From an optimization exercise on the open Yosys and OpenROAD flow, aimed at small area, a short achievable clock period and few clock cycles per item; shortcuts taken in it are not production practice. In this exercise RTL edits were held to simulation tests only and were not proved equivalent to the original. Power is estimated from default activity; no workload was simulated.

Setup of the reference run:
==> flow/design.v (excerpt) <==
module fft_stage_engine #(
    parameter int unsigned N_PTS  = 32,
    parameter int unsigned N_BFLY = 4,
    parameter int unsigned DW     = 16
) (
    input  logic                 clk,
    input  logic                 reset,
    input  logic                 in_valid,
    output logic                 in_ready,
    input  logic [2*DW-1:0]      in_data,
    output logic                 out_valid,
    input  logic                 out_ready,
    output logic [2*(DW+1)-1:0]  out_data,
    output logic                 out_last,
    output logic                 busy,
    output logic                 done
);
Size: about 2200 cells after synthesis, about 920 flip-flops, about 75 I/O pins, about 0.036 mm2 of cells after synthesis.
export LEC_CHECK = 0
export CAP_MARGIN = 20
export CORE_MARGIN = 2
export CORE_UTILIZATION = 65
export CTS_CLUSTER_DIAMETER = 100
export CTS_CLUSTER_SIZE = 26
export SETUP_SLACK_MARGIN = 3.3
export SLEW_MARGIN = 20
create_clock -name core_clock -period 5.5 [get_ports {clk}]
run.sh (not shown) runs the stock make flow with config.mk's settings and CLKGATE_MAP_FILE= SYNTH_SCRIPT=/design/flow/synth_recipe.tcl, a recipe that flattens the netlist after the stock synthesis.
Testbench counts of the reference run, summed over its fixed seeds: cycles 6,344, frames 192.
--- input diff the reference run..the trial run ---
-- flow/design.v --
<<< the reference run, line 418
        endcase
    endfunction
    logic [4:0]    ws;
    logic          wfb;
>>> the trial run, line 418
        endcase
    endfunction
    function automatic logic [5:0] thr_next(input logic [3:0] m);
        case (m)
            4'd0: thr_next = 6'd25;
            4'd1: thr_next = 6'd21;
            4'd2: thr_next = 6'd29;
            4'd3: thr_next = 6'd19;
            4'd4: thr_next = 6'd27;
            4'd5: thr_next = 6'd23;
            4'd6: thr_next = 6'd31;
            4'd7: thr_next = 6'd18;
            4'd8: thr_next = 6'd26;
            4'd9: thr_next = 6'd22;
            4'd10: thr_next = 6'd30;
            4'd11: thr_next = 6'd20;
            4'd12: thr_next = 6'd28;
            4'd13: thr_next = 6'd24;
            4'd14: thr_next = 6'd32;
            4'd15: thr_next = 6'd17;
            default: thr_next = 6'd0;
        endcase
    endfunction
    logic [4:0]    ws;
    logic          wfb;
<<< the reference run, line 429
    assign rn0 = rslot0(rf0, pm);
    assign rn1 = rslot1(rf1, pm);
    logic          av;
    logic [1:0]    nfr, nfr_n;
>>> the trial run, line 450
    assign rn0 = rslot0(rf0, pm);
    assign rn1 = rslot1(rf1, pm);
    logic [5:0]    th;
    logic          av;
    logic [1:0]    nfr, nfr_n;
<<< the reference run, line 444
    assign L  = lv[4:0];
    logic          rdy_w;
    function automatic logic avail(input logic wb, input logic [4:0] w,
                                   input logic rb_, input logic [3:0] m);
        avail = (wb != rb_) || (w[4] && (w[3:0] > {m[0], m[1], m[2], m[3]}));
    endfunction
    assign rdy_w = ({1'b0, L} + 6'd1) <= (ws[0] ? 6'd22 : 6'd23);
    logic [4:0]    i1;
>>> the trial run, line 466
    assign L  = lv[4:0];
    logic          rdy_w;
    assign av = (wfb != rfb) || ({1'b0, ws} >= th);
    assign rdy_w = ({1'b0, L} + 6'd1) <= (ws[0] ? 6'd22 : 6'd23);
    logic [4:0]    i1;
<<< the reference run, line 453
    logic [3:0]    waddr_n;
    assign i1 = ws + 1'b1;
    logic          wfb1, rfb1;
    logic [3:0]    pm1;
    logic          av_w, av_r, av_wr;
    assign wfb1  = wfb ^ (ws == 5'd31);
    assign rfb1  = rfb ^ (pm == 4'd15);
    assign pm1   = pm + 1'b1;
    assign av_w  = avail(wfb1, i1, rfb, pm);
    assign av_r  = avail(wfb, ws, rfb1, pm1);
    assign av_wr = avail(wfb1, i1, rfb1, pm1);
    assign f0n = (ws == 5'd31) ? ((wf0 == 2'd3 - 2'd1) ? 2'd0 : wf0 + 1'b1) : wf0;
    assign f1n = (ws == 5'd31) ? ((wf1 == 2'd4 - 2'd1) ? 2'd0 : wf1 + 1'b1) : wf1;
>>> the trial run, line 472
    logic [3:0]    waddr_n;
    assign i1 = ws + 1'b1;
    assign f0n = (ws == 5'd31) ? ((wf0 == 2'd3 - 2'd1) ? 2'd0 : wf0 + 1'b1) : wf0;
    assign f1n = (ws == 5'd31) ? ((wf1 == 2'd4 - 2'd1) ? 2'd0 : wf1 + 1'b1) : wf1;
<<< the reference run, line 497
            rsel0     <= NB'(1) << 0;
            rsel1     <= NB'(1) << 8;
            av        <= 1'b0;
            nfr       <= '0;
            in_ready  <= 1'b1;
>>> the trial run, line 507
            rsel0     <= NB'(1) << 0;
            rsel1     <= NB'(1) << 8;
            th        <= 6'd17;
            nfr       <= '0;
            in_ready  <= 1'b1;
<<< the reference run, line 524
                    rsel1[i] <= (rn1 == 4'(i));
                end
            end
            case ({wr_fire, rd_fire})
                2'b10:   av <= av_w;
                2'b01:   av <= av_r;
                2'b11:   av <= av_wr;
                default: av <= av;
            endcase
            in_ready <= rd_fire || (in_ready && (!in_valid || rdy_w));
            if (rd_fire)                   pv <= 1'b1;
>>> the trial run, line 534
                    rsel1[i] <= (rn1 == 4'(i));
                end
                th  <= thr_next(pm);
            end
            in_ready <= rd_fire || (in_ready && (!in_valid || rdy_w));
            if (rd_fire)                   pv <= 1'b1;
==> comparison <==
Cmp the trial run and the reference run / met2 track demand over resource in global routing / higher: the trial run. Between the trial run and the reference run, average wire per cell in the routed design is lower for the trial run, the reference run comes in above that. The via count of the trial run exceeds that of the reference run by about 1.7%. Looking at area added between synthesis and finish, the trial run sits 1.7 points above the reference run. Against the reference run, the trial run comes in 96 um2 higher on area taken by flip-flops and latches. Looking at highest fanout seen on the critical path, the trial run sits 10 higher than the reference run does. The trial run vs the reference run on switching part of the total: the trial run is the higher one. Of the trial run and the reference run, the run reporting the higher fraction of met1 tracks used by global routing was the reference run. met3 routing resource usage after global routing was lower in the reference run than in the trial run. Compared with the reference run, the trial run shows number of buffers outside the clock class in the layout that has gone up by more than 10%. Between the trial run and the reference run, the data arrival time of the critical path is higher for the trial run. Final cell count up 73 in the trial run wrt the reference run. The clock buffer count in the final layout reported for the trial run is smaller than that of the reference run by 3.
Testbench counts of the trial run, summed over its fixed seeds: cycles 6,344, frames 192.

========
Another version of the RTL of fft_stage_engine (not shown whole).
Size: ~2200 cells after synthesis, ~75 I/O pins.
clock: 5.5 ns
lec_check: 0
cap_margin: 20
core_margin: 2
core_utilization: 65
cts_cluster_diameter: 100
cts_cluster_size: 26
setup_slack_margin: 3.3
slew_margin: 20
The first run finished clean.
Testbench counts at the start, summed over its fixed seeds: cycles 6,344, frames 192.
Then changed:
--- a/flow/design.v
+++ b/flow/design.v
@@ -435,23 +435,23 @@
     logic          wr_fire, rd_fire, out_load, out_fire, in_last, out_done;
     logic          pv, pl;             
     logic          half;               
     logic [2*DW-1:0] ra, rb;           
     logic [2*DW-1:0] rx, ry;           
     logic [OW-1:0] y_c;
     logic [5:0]    lv;
     logic [4:0]    L;
     assign lv = {wfb, ws} - {rfb, pm, 1'b0};
     assign L  = lv[4:0];
     logic          rdy_w;
-    assign av = (wfb != rfb) || (ws[4] && (ws[3:0] > {pm[0], pm[1], pm[2], pm[3]}));
+    assign av = (wfb != rfb) || ({1'b0, ws} >= ({2'b0, pm[0], pm[1], pm[2], pm[3]} + 6'd17));
     assign rdy_w = ({1'b0, L} + 6'd1) <= (ws[0] ? 6'd22 : 6'd23);
     logic [4:0]    i1;
     logic [1:0]    f0n, f1n;
     logic [3:0]    waddr_n;
     assign i1 = ws + 1'b1;
     assign f0n = (ws == 5'd31) ? ((wf0 == 2'd3 - 2'd1) ? 2'd0 : wf0 + 1'b1) : wf0;
     assign f1n = (ws == 5'd31) ? ((wf1 == 2'd4 - 2'd1) ? 2'd0 : wf1 + 1'b1) : wf1;
     assign waddr_n = wslot0(wf0, ws) | wslot1(wf1, ws);
     always_comb begin
         rx = '0;
         ry = '0;
Effect:
- The changed run finished clean
- first-iteration DRC count decreases by 15%
- setup slack gets worse by 0.021 ns
- clock skew went down by 0.015 ns
- utilization is lower by 0.31 points
- global-route usage came out lower by 1.7 points
- area after synthesis is about the same
- clock-buffer cell count is lower by 11
- power came out lower by 1.0%
- routed wire length shrinks by 3.2%
- fmax decreases by 0.89%
- non-clock buffer count goes up by 41
Testbench counts after the change, summed over its fixed seeds: cycles 6,344, frames 192.

-- separate check: timing with driven ports --
The flow's constraints put no driver on any port. The routed layouts listed below were extracted and timed again, unchanged, in two steps. Step 1 assumes that a clkbuf_16 drives the clock port and a buf_2 every other input. Step 2 adds t to the input delays and takes it off the output delays; t is the mean of the earliest and latest rising clock arrival at the registers after step 1. Input paths then give back, and output paths get back, about the clock's delay inside the block. a / b / c = ideal / step 1 / step 2; a / b = the first two.
| run | t (ns) | setup WS [ns] | latest minus earliest clock arrival (ns) |
|---|---|---|---|
| the reference run | 0.670 | 3.244 / 3.178 / 2.690 | 0.025 / 0.024 |
| the trial run | 0.674 | 3.147 / 3.147 / 2.612 | 0.029 / 0.029 |
| the first run of note 2 | 0.667 | 3.163 / 3.152 / 2.651 | 0.035 / 0.034 |
| the second run of note 2 | 0.673 | 3.142 / 3.142 / 2.555 | 0.021 / 0.021 |
After both steps setup and hold are still met in every run listed. For the second run of note 2, which loses most, drivers alone change the setup slack by 0.000 ns; drivers and shift together by -0.587 ns.
